Background: an optimization exercise with open tools, aiming at small area, a short achievable clock period and few clock cycles per item. Do not read the settings as production practice. The RTL was checked by simulation tests, not by an equivalence proof against the original design.

==> v12 <==
Design trial_division_prime_factorizer_unit, start of the top module:
module trial_division_prime_factorizer_unit #(
	parameter int MAX_DIVISOR = 1048576
) (
	input  logic                         clk,
	input  logic                         arst_n,
	input  logic                         s_tvalid,
	output logic                         s_tready,
	input  logic [tdpf_pkg::NUM_W-1:0]   s_tdata,   
	output logic                         m_tvalid,
	input  logic                         m_tready,
	output logic [tdpf_pkg::TDATA_W-1:0] m_tdata,   
	output logic [tdpf_pkg::STATUS_W-1:0] m_tuser,  
	output logic                         m_tlast,
	input  logic                         cfg_valid,
	output logic                         cfg_ready,
	input  logic [tdpf_pkg::CFG_W-1:0]   cfg_data   
);
==> flow/config.mk <==
export PLATFORM = sky130hd
export DESIGN_NAME = trial_division_prime_factorizer_unit
export DESIGN_NICKNAME = trial_division_prime_factorizer_unit
export VERILOG_FILES = /design/flow/design.v
export SDC_FILE = /design/flow/constraint.sdc
export NUM_CORES = 4
export LEC_CHECK = 0
export CAP_MARGIN = 20
export CORE_MARGIN = 2
export CORE_UTILIZATION = 40
export SETUP_SLACK_MARGIN = 2.5
export SLEW_MARGIN = 20
==> flow/constraint.sdc <==
create_clock -name core_clock -period 6.0 [get_ports {clk}]
set_input_delay 1.2000 -clock core_clock [delete_from_list [all_inputs] [get_ports {clk}]]
set_output_delay 1.2000 -clock core_clock [all_outputs]
set_load 0.01 [all_outputs]
run.sh (not shown) runs the stock make flow with config.mk's settings and CLKGATE_MAP_FILE= SYNTH_SCRIPT=/design/flow/synth_recipe.tcl, a recipe that flattens the netlist after the stock synthesis.
==> inputs of v30, as changes to v12 <==
--- a/flow/design.v
+++ b/flow/design.v
@@ -2576,30 +2576,31 @@
 	localparam int K  = 4;                    
 	localparam int W  = 20;                   
 	localparam int WN = 10;                   
 	localparam int M  = 4;                    
 	localparam int NC = (64 + K - 1) / K;     
 	localparam int CW = $clog2(NC);
 	localparam int LI = (M > 1) ? $clog2(M) : 1;
 	typedef enum logic [3:0] {
-		S_IDLE, S_CHK, S_TWO, S_SEL, S_TEST, S_EVAL, S_WRITE, S_WB, S_FIN, S_OUT
+		S_IDLE, S_TWO, S_SEL, S_TEST, S_EVAL, S_WRITE, S_WB, S_OUT
 	} state_t;
 	state_t        state_q;
 	logic [20:0]   cfg_q;
 	logic [63:0]   p_q;         
 	logic [6:0]    l_q;         
 	logic [20:0]   lim_q;       
 	logic [CW-1:0] cyc_q;       
 	logic [7:0]    left_q;      
 	logic          seen_q;      
 	logic          retest_q;    
-	logic [LI-1:0] sel_q;       
 	logic [M-1:0]  en_q;        
 	logic [M-1:0]  pend_q;      
+	logic [M-1:0]  pn_q;        
+	logic [4:0]    bdb_q;       
 	logic [20:0]   ds_q;
 	logic          pv_q, gt_q;  
 	logic          wheel_q;     
 	logic [2:0]    widx_q;
 	logic [2:0]    r7_q;
 	logic [3:0]    r11_q, r13_q;
 	logic [4:0]    bds_q;       
 	logic [W-1:0]  q0_q;
@@ -2684,33 +2685,23 @@
 			.s_n (sn_st[i]), .c_n (cn_st[i]), .cin_n (cin_st[i]), .b (bn[i])
 		);
 		assign hit[i] = eqdn(sn_q[i], cn_q[i], cin_q[i], dn_q[i]);
 	end
 	logic [W:0]    sr_q, cr_q, sr_st, cr_st;
 	logic          cir_q, cir_st, rhit;
 	logic [K-1:0]  qr_q;
 	tdpf_rstep_w20_k4 u_rlane (
-		.s (sr_q), .c (cr_q), .cin (cir_q), .d (dsel), .h (qr_q),
+		.s (sr_q), .c (cr_q), .cin (cir_q), .d (d0_q), .h (qr_q),
 		.s_n (sr_st), .c_n (cr_st), .cin_n (cir_st), .b ()
 	);
-	assign rhit = eqd0(sr_q, cr_q, cir_q, dsel);
+	assign rhit = eqd0(sr_q, cr_q, cir_q, d0_q);
 	logic [K-1:0] bsel, q;
 	logic         seen_n;
-	logic [W-1:0] dsel;
-	always_comb begin
-		bsel = b0;
-		dsel = d0_q;
-		for (int i = 1; i < M; i++) begin
-			if (sel_q == LI'(i)) begin
-				bsel = bn[i];
-				dsel = W'(dn_q[i]);
-			end
-		end
-	end
+	assign bsel = b0;
 	always_comb begin
 		logic sn;
 		sn = seen_q;
 		for (int i = 0; i < K; i++) begin
 			q[i] = bsel[i] ^ sn;
 			sn   = sn | bsel[i];
 		end
 		seen_n = sn;
@@ -2732,33 +2723,33 @@
 	assign st_waddr = same_q ? top_q : (ne_q ? top_q + 4'd1 : 4'd0);
 	assign st_wcnt  = same_q ? tcnt_q + 6'd1 : 6'd1;
 	assign st_caddr = top_q - 4'd1;
 	tdpf_store u_store (
 		.clk    (clk),
 		.we_p   (st_we_p),
 		.we_c   (st_we_c),
 		.waddr  (st_waddr),
-		.wprime (dsel[19:1]),
+		.wprime (d0_q[19:1]),
 		.wcnt   (st_wcnt),
 		.raddr  (top_q),
 		.rprime (st_rprime),
 		.caddr  (st_caddr),
 		.rcnt   (st_rcnt)
 	);
 	assign m_tvalid = ov_q;
 	assign m_tlast  = olast_q;
 	assign m_tuser  = ouser_q;
 	assign m_tdata  = {3'b000, ocof_q ? p_q : 64'd0, 1'b0, ofac_q};
 	assign s_tready = (state_q == S_IDLE);
 	logic        produce;
 	logic [19:0] nfac;
 	logic        nlast;
 	logic        extra_now, cof_now;
-	assign extra_now = (state_q == S_FIN) && (p_q[63:1] != '0);
+	assign extra_now = (state_q != S_OUT) && (p_q[63:1] != '0);
 	assign cof_now   = (p_q[63:21] != '0) || (p_q[20:0] > lim_q);
 	always_comb begin
 		if (extra_now) begin
 			nfac  = cof_now ? 20'd0 : p_q[19:0];
 			nlast = !ne_q && cnt2_q == '0;
 		end else if (ne_q) begin
 			nfac  = {st_rprime, 1'b1};
 			nlast = tcnt_q == 6'd1 && top_q == '0 && cnt2_q == '0;
@@ -2781,31 +2772,58 @@
 		for (int i = 0; i < M; i++) begin
 			en_next[i] = ((LI+1)'(i) < qcnt_q) || ((LI+1)'(i) == qcnt_q && ds_use);
 		end
 	end
 	function automatic logic [LI-1:0] lowest(input logic [M-1:0] v);
 		lowest = '0;
 		for (int i = M - 1; i >= 0; i--) if (v[i]) lowest = LI'(i);
 	endfunction
-	logic [M-1:0]  hits;
-	logic          any_hit, pend_any, wr_go, wr_same;
-	logic [LI-1:0] hit_lane, pend_lane, wr_lane;
-	logic [M-1:0]  pend_next;
+	logic [M-1:0]  hits, pn_all, pn_nx;
+	logic          any_hit, pend_any, wr_go, wr_same, asg_w, w_ok, ds_use_w;
+	logic [LI-1:0] hit_lane, pend_lane, pn_lane, wr_lane;
+	logic [M-1:0]  pend_next, en_w;
 	assign hits      = hit & en_q;
 	assign any_hit   = hits != '0;
 	assign hit_lane  = lowest(hits);
 	assign pend_any  = pend_q != '0;
 	assign pend_lane = lowest(pend_q);
-	assign wr_go     = (state_q == S_EVAL) && (retest_q ? (rhit || pend_any) : any_hit);
-	assign wr_lane   = retest_q ? (rhit ? sel_q : pend_lane) : hit_lane;
+	assign pn_all    = pn_q | hits;
+	assign pn_lane   = lowest(pn_all);
+	assign wr_go     = (state_q == S_EVAL) && (retest_q ? (rhit || pend_any || pn_all != '0) : any_hit);
+	always_comb begin
+		if (!retest_q) begin
+			wr_lane   = hit_lane;
+			pend_next = hits & ~(M'(1) << hit_lane);
+			pn_nx     = '0;
+		end else if (rhit) begin
+			wr_lane   = '0;
+			pend_next = pend_q;
+			pn_nx     = pn_all;
+		end else if (pend_any) begin
+			wr_lane   = pend_lane;
+			pend_next = pend_q & ~(M'(1) << pend_lane);
+			pn_nx     = pn_all;
+		end else begin
+			wr_lane   = pn_lane;
+			pend_next = pn_all & ~(M'(1) << pn_lane);
+			pn_nx     = '0;
+		end
+	end
 	assign wr_same   = retest_q && rhit;
-	assign pend_next = retest_q ? (rhit ? pend_q : (pend_q & ~(M'(1) << pend_lane)))
-	                            : (hits & ~(M'(1) << hit_lane));
-	assign try_batch = (state_q == S_SEL) || (state_q == S_EVAL && !wr_go);
+	assign w_ok     = (qcnt_q == '0) || (q0_q[W-1:WN] == '0);
+	assign ds_use_w = ds_ok && (ds_q[20:WN] == '0) && (qcnt_q < (LI+1)'(M - 1));
+	always_comb begin
+		en_w[0] = 1'b0;
+		for (int i = 1; i < M; i++) begin
+			en_w[i] = ((LI+1)'(i - 1) < qcnt_q) || ((LI+1)'(i - 1) == qcnt_q && ds_use_w);
+		end
+	end
+	assign asg_w = wr_go && pend_next == '0 && pn_nx == '0 && w_ok && en_w != '0;
+	assign try_batch = (state_q == S_SEL) || (state_q == S_TWO && p_q[0]) || (state_q == S_EVAL && !wr_go);
 	assign fin_now   = try_batch && (have0 ? ({bd0, 1'b0} >= {1'b0, l_q} + 7'd2) : gt_q);
 	assign go_batch  = try_batch && have0 && !fin_now;
 	logic [20:0] ds_nx;
 	logic [2:0]  gap;
 	logic [2:0]  r7_nx;
 	logic [3:0]  r11_nx, r13_nx;
 	logic        adv, wheel_nx;
 	logic [4:0]  r7_sum, r11_sum, r13_sum;
@@ -2838,177 +2856,185 @@
 		if (!wheel_q) begin
 			r7_nx  = 3'd3;    
 			r11_nx = 4'd9;    
 			r13_nx = 4'd5;    
 		end
 	end
 	logic enq;
 	assign enq = ds_ok && (qcnt_q < (LI+1)'(M - 1)) && (qcnt_q == '0 || ds_q[20:WN] == '0) &&
-		(state_q == S_TWO || state_q == S_TEST || state_q == S_WRITE || state_q == S_WB);
-	assign adv = (!pv_q || enq || (go_batch && ds_use)) && !gt_q;
+		((state_q == S_TWO && !p_q[0]) || state_q == S_TEST || state_q == S_WRITE || state_q == S_WB);
+	assign adv = (!pv_q || enq || (go_batch && ds_use) || (asg_w && ds_use_w)) && !gt_q;
 	always_ff @(posedge clk or negedge arst_n) begin
 		if (!arst_n) begin
 			state_q <= S_IDLE;
 			cfg_q   <= tdpf_pkg::LIMIT_RESET;
 			ov_q    <= 1'b0;
 		end else begin
 			if (cfg_valid) cfg_q <= cfg_data;
 			unique case (state_q)
-				S_IDLE: if (in_acc) state_q <= S_CHK;
-				S_CHK: begin
-					if (p_q[63:1] == '0) begin
-						state_q <= S_OUT;
-						ov_q    <= 1'b1;
-					end else begin
-						state_q <= S_TWO;
+				S_IDLE: begin
+					if (in_acc) begin
+						if (s_tdata[63:1] == '0) begin
+							state_q <= S_OUT;
+							ov_q    <= 1'b1;
+						end else begin
+							state_q <= S_TWO;
+						end
 					end
 				end
-				S_TWO: if (p_q[0]) state_q <= S_SEL;
-				S_SEL, S_EVAL: begin
+				S_TWO, S_SEL, S_EVAL: begin
 					if (wr_go) state_q <= S_WRITE;
-					else if (fin_now) state_q <= S_FIN;
+					else if (fin_now) begin
+						state_q <= S_OUT;
+						ov_q    <= 1'b1;
+					end
 					else if (go_batch) state_q <= S_TEST;
-					else state_q <= S_SEL;
+					else if (try_batch) state_q <= S_SEL;
 				end
 				S_TEST: if (left_q[7] || left_q <= 8'(K)) state_q <= S_EVAL;
 				S_WRITE: if (left_q[7] || left_q <= 8'(K)) state_q <= S_WB;
 				S_WB: state_q <= S_EVAL;
-				S_FIN: begin
-					state_q <= S_OUT;
-					ov_q    <= 1'b1;
-				end
 				S_OUT: begin
 					if (out_acc && olast_q) begin
 						state_q <= S_IDLE;
 						ov_q    <= 1'b0;
 					end
 				end
 				default: state_q <= S_IDLE;
 			endcase
 		end
 	end
-	assign produce = (state_q == S_FIN) || (state_q == S_OUT && out_acc && !olast_q);
+	assign produce = fin_now || (state_q == S_OUT && out_acc && !olast_q);
 	always_ff @(posedge clk) begin
-		if (state_q == S_CHK) begin
+		if (state_q == S_IDLE) begin
 			ds_q    <= 21'd3;
 			bds_q   <= 5'd2;
 			pv_q    <= 1'b1;
-			gt_q    <= lim_q < 21'd3;
+			gt_q    <= lim_next < 21'd3;
 			wheel_q <= 1'b0;
 			widx_q  <= 3'd0;
 			qcnt_q  <= '0;
 		end else begin
 			if (adv) begin
 				ds_q    <= ds_nx;
 				bds_q   <= bitlen20(ds_nx[19:0]);
 				gt_q    <= ds_nx > lim_q;
 				wheel_q <= wheel_nx;
 				widx_q  <= wheel_q ? widx_q + 3'd1 : 3'd0;
 				r7_q    <= r7_nx;
 				r11_q   <= r11_nx;
 				r13_q   <= r13_nx;
 				pv_q    <= !wheel_nx || (r7_nx != '0 && r11_nx != '0 && r13_nx != '0);
 			end
-			if (go_batch) begin
+			if (go_batch || asg_w) begin
 				qcnt_q <= '0;
 			end else if (enq) begin
 				qcnt_q <= qcnt_q + 1'b1;
 				if (qcnt_q == '0) begin
 					q0_q  <= ds_q[W-1:0];
 					bq0_q <= bds_q;
 				end
 				for (int i = 1; i < M - 1; i++) begin
 					if (qcnt_q == (LI+1)'(i)) qn_q[i] <= ds_q[WN-1:0];
 				end
 			end
 		end
 		unique case (state_q)
 			S_IDLE: begin
-				p_q   <= s_tdata;
-				lim_q <= lim_next;
-			end
-			S_CHK: begin
+				p_q     <= s_tdata;
+				lim_q   <= lim_next;
 				cnt2_q  <= '0;
 				ne_q    <= 1'b0;
 				same_q  <= 1'b0;
-				l_q     <= bitlen64(p_q);
-				ouser_q <= p_q[0] ? tdpf_pkg::STAT_ONE : tdpf_pkg::STAT_ZERO;
+				l_q     <= bitlen64(s_tdata);
+				ouser_q <= s_tdata[0] ? tdpf_pkg::STAT_ONE : tdpf_pkg::STAT_ZERO;
 				olast_q <= 1'b1;
 				ocof_q  <= 1'b0;
 				ofac_q  <= '0;
 			end
 			S_TWO: begin
 				if (!p_q[0]) begin
 					p_q    <= {1'b0, p_q[63:1]};
 					cnt2_q <= cnt2_q + 6'd1;
 					l_q    <= l_q - 7'd1;
 				end
 			end
-			S_SEL, S_EVAL: begin
-				cyc_q  <= '0;
-				seen_q <= 1'b0;
-				if (wr_go) begin
-					left_q <= 8'(l_q);
-					l_q    <= '0;
-					sel_q  <= wr_lane;
-					pend_q <= pend_next;
-					same_q <= wr_same;
-				end else if (go_batch) begin
-					left_q   <= 8'(l_q) - 8'(bd0) + 8'd1;
-					retest_q <= 1'b0;
-					en_q     <= en_next;
-					pend_q   <= '0;
-					if (qcnt_q != '0) begin
-						d0_q <= q0_q;
-						for (int i = 1; i < M; i++) begin
-							if ((LI+1)'(i) < qcnt_q) dn_q[i] <= qslot[i];
-							else if ((LI+1)'(i) == qcnt_q) dn_q[i] <= ds_q[WN-1:0];
-						end
-					end else begin
-						d0_q <= ds_q[W-1:0];
-					end
-				end
-			end
 			S_TEST: begin
 				cyc_q  <= cyc_q + 1'b1;
 				left_q <= left_q - 8'(K);
 			end
 			S_WRITE: begin
 				cyc_q  <= cyc_q + 1'b1;
 				left_q <= left_q - 8'(K);
 				seen_q <= seen_n;
 				if (q != '0) l_q <= 7'(K * cyc_q) + 7'(bitlenk(q));
 				for (int j = 0; j < 64; j++) begin
 					if (cyc_q == CW'(j / K)) p_q[j] <= q[j % K];
+					else if (cyc_q < CW'(j / K) && (left_q[7] || left_q <= 8'(K))) p_q[j] <= 1'b0;
 				end
 			end
 			S_WB: begin
 				retest_q <= 1'b1;
 				same_q   <= 1'b1;
 				ne_q     <= 1'b1;
 				if (same_q) begin
 					tcnt_q <= tcnt_q + 6'd1;
 				end else begin
 					tcnt_q <= 6'd1;
 					top_q  <= ne_q ? top_q + 4'd1 : 4'd0;
 				end
 			end
 			default: ;
 		endcase
+		if (try_batch || wr_go) begin
+			cyc_q  <= '0;
+			seen_q <= 1'b0;
+			if (wr_go) begin
+				left_q <= 8'(l_q) - 8'(bdb_q) + 8'd1;
+				l_q    <= '0;
+				pend_q <= pend_next;
+				pn_q   <= pn_nx;
+				same_q <= wr_same;
+				en_q   <= asg_w ? en_w : '0;
+				for (int i = 1; i < M; i++) begin
+					if (wr_lane == LI'(i)) d0_q <= W'(dn_q[i]);
+					if (asg_w) begin
+						if ((LI+1)'(i - 1) < qcnt_q) dn_q[i] <= (i == 1) ? q0_q[WN-1:0] : qslot[i - 1];
+						else if ((LI+1)'(i - 1) == qcnt_q) dn_q[i] <= ds_q[WN-1:0];
+					end
+				end
+			end else if (go_batch) begin
+				left_q   <= 8'(l_q) - 8'(bd0) + 8'd1;
+				bdb_q    <= bd0;
+				retest_q <= 1'b0;
+				en_q     <= en_next;
+				pend_q   <= '0;
+				pn_q     <= '0;
+				if (qcnt_q != '0) begin
+					d0_q <= q0_q;
+					for (int i = 1; i < M; i++) begin
+						if ((LI+1)'(i) < qcnt_q) dn_q[i] <= qslot[i];
+						else if ((LI+1)'(i) == qcnt_q) dn_q[i] <= ds_q[WN-1:0];
+					end
+				end else begin
+					d0_q <= ds_q[W-1:0];
+				end
+			end
+		end
 		if (state_q == S_TEST || state_q == S_WRITE) begin
 			s0_q  <= s0_st;
 			c0_q  <= c0_st;
 			ci0_q <= ci0_st;
 			for (int i = 1; i < M; i++) begin
 				sn_q[i]  <= sn_st[i];
 				cn_q[i]  <= cn_st[i];
 				cin_q[i] <= cin_st[i];
 			end
-		end else begin
+		end else if (state_q != S_WB) begin
 			s0_q  <= {1'b0, p_q[W-1:0]};
 			c0_q  <= '0;
 			ci0_q <= 1'b0;
 			for (int i = 1; i < M; i++) begin
 				sn_q[i]  <= {1'b0, p_q[WN-1:0]};
 				cn_q[i]  <= '0;
 				cin_q[i] <= 1'b0;
 			end
==> flow/config.mk (replaced) <==
export PLATFORM = sky130hd
export DESIGN_NAME = trial_division_prime_factorizer_unit
export DESIGN_NICKNAME = trial_division_prime_factorizer_unit
export VERILOG_FILES = /design/flow/design.v
export SDC_FILE = /design/flow/constraint.sdc
export NUM_CORES = 4
export LEC_CHECK = 0
export CAP_MARGIN = 20
export CORE_MARGIN = 2
export CORE_UTILIZATION = 40
export SETUP_SLACK_MARGIN = 1.5
export SLEW_MARGIN = 20
==> summary.txt <==
setup ws final 1020 ps; status timing/DRC/antenna clean; Yosys reg bits 807; Tcrit/Tclk final 0.829; met3 usage 0.0503; first-pass GRT wire length 255000 um
-- figures above: v30

==> summary.txt <==
status timing/DRC/antenna clean; critical path fanouts, max 4; NonClk Buf Share 0.0926; Hold Crit Start bds_q[0]; CTS tree done; commonest cells after routing, fill and taps aside edfxtp_1 (556), nand2_1 (521), inv_1 (446), nor2_1 (292), buf_4 (283); met3 usage 0.0487; Yosys reg bits 784; share of post-route cells with drive strength above 1 0.272; setup ws final 1220 ps
-- figures above: v12

Testbench counts of v12, summed over its fixed seeds: cycles 70,139, items 320.
Testbench counts of v30, summed over its fixed seeds: cycles 64,180, items 320.

==> static timing again, ports no longer ideal <==
In the flow no input, the clock included, has a driving cell. The finished layouts below were timed again as built, in two steps.
Step 1 assumes that a clkbuf_16 drives the clock port and a buf_2 every other input.
Step 2 adds t to the input delays and takes it off the output delays; t is the mean of the earliest and latest rising clock arrival at the registers after step 1. Input paths then give back, and output paths get back, about the clock's delay inside the block.
Three values: ideal ports, drivers, drivers and shift; two values: the first two.
run | shift t [ns] | slack for setup (ns) | latest minus earliest clock arrival (ns) | slew at the worst register clock pin (ns)
v12 | 0.746 | 1.219 / 1.219 / 1.219 | 0.063 / 0.063 | 0.07 / 0.07
v30 | 0.791 | 1.023 / 1.023 / 1.023 | 0.059 / 0.059 | 0.07 / 0.07
After both steps setup and hold are still met in every run listed.
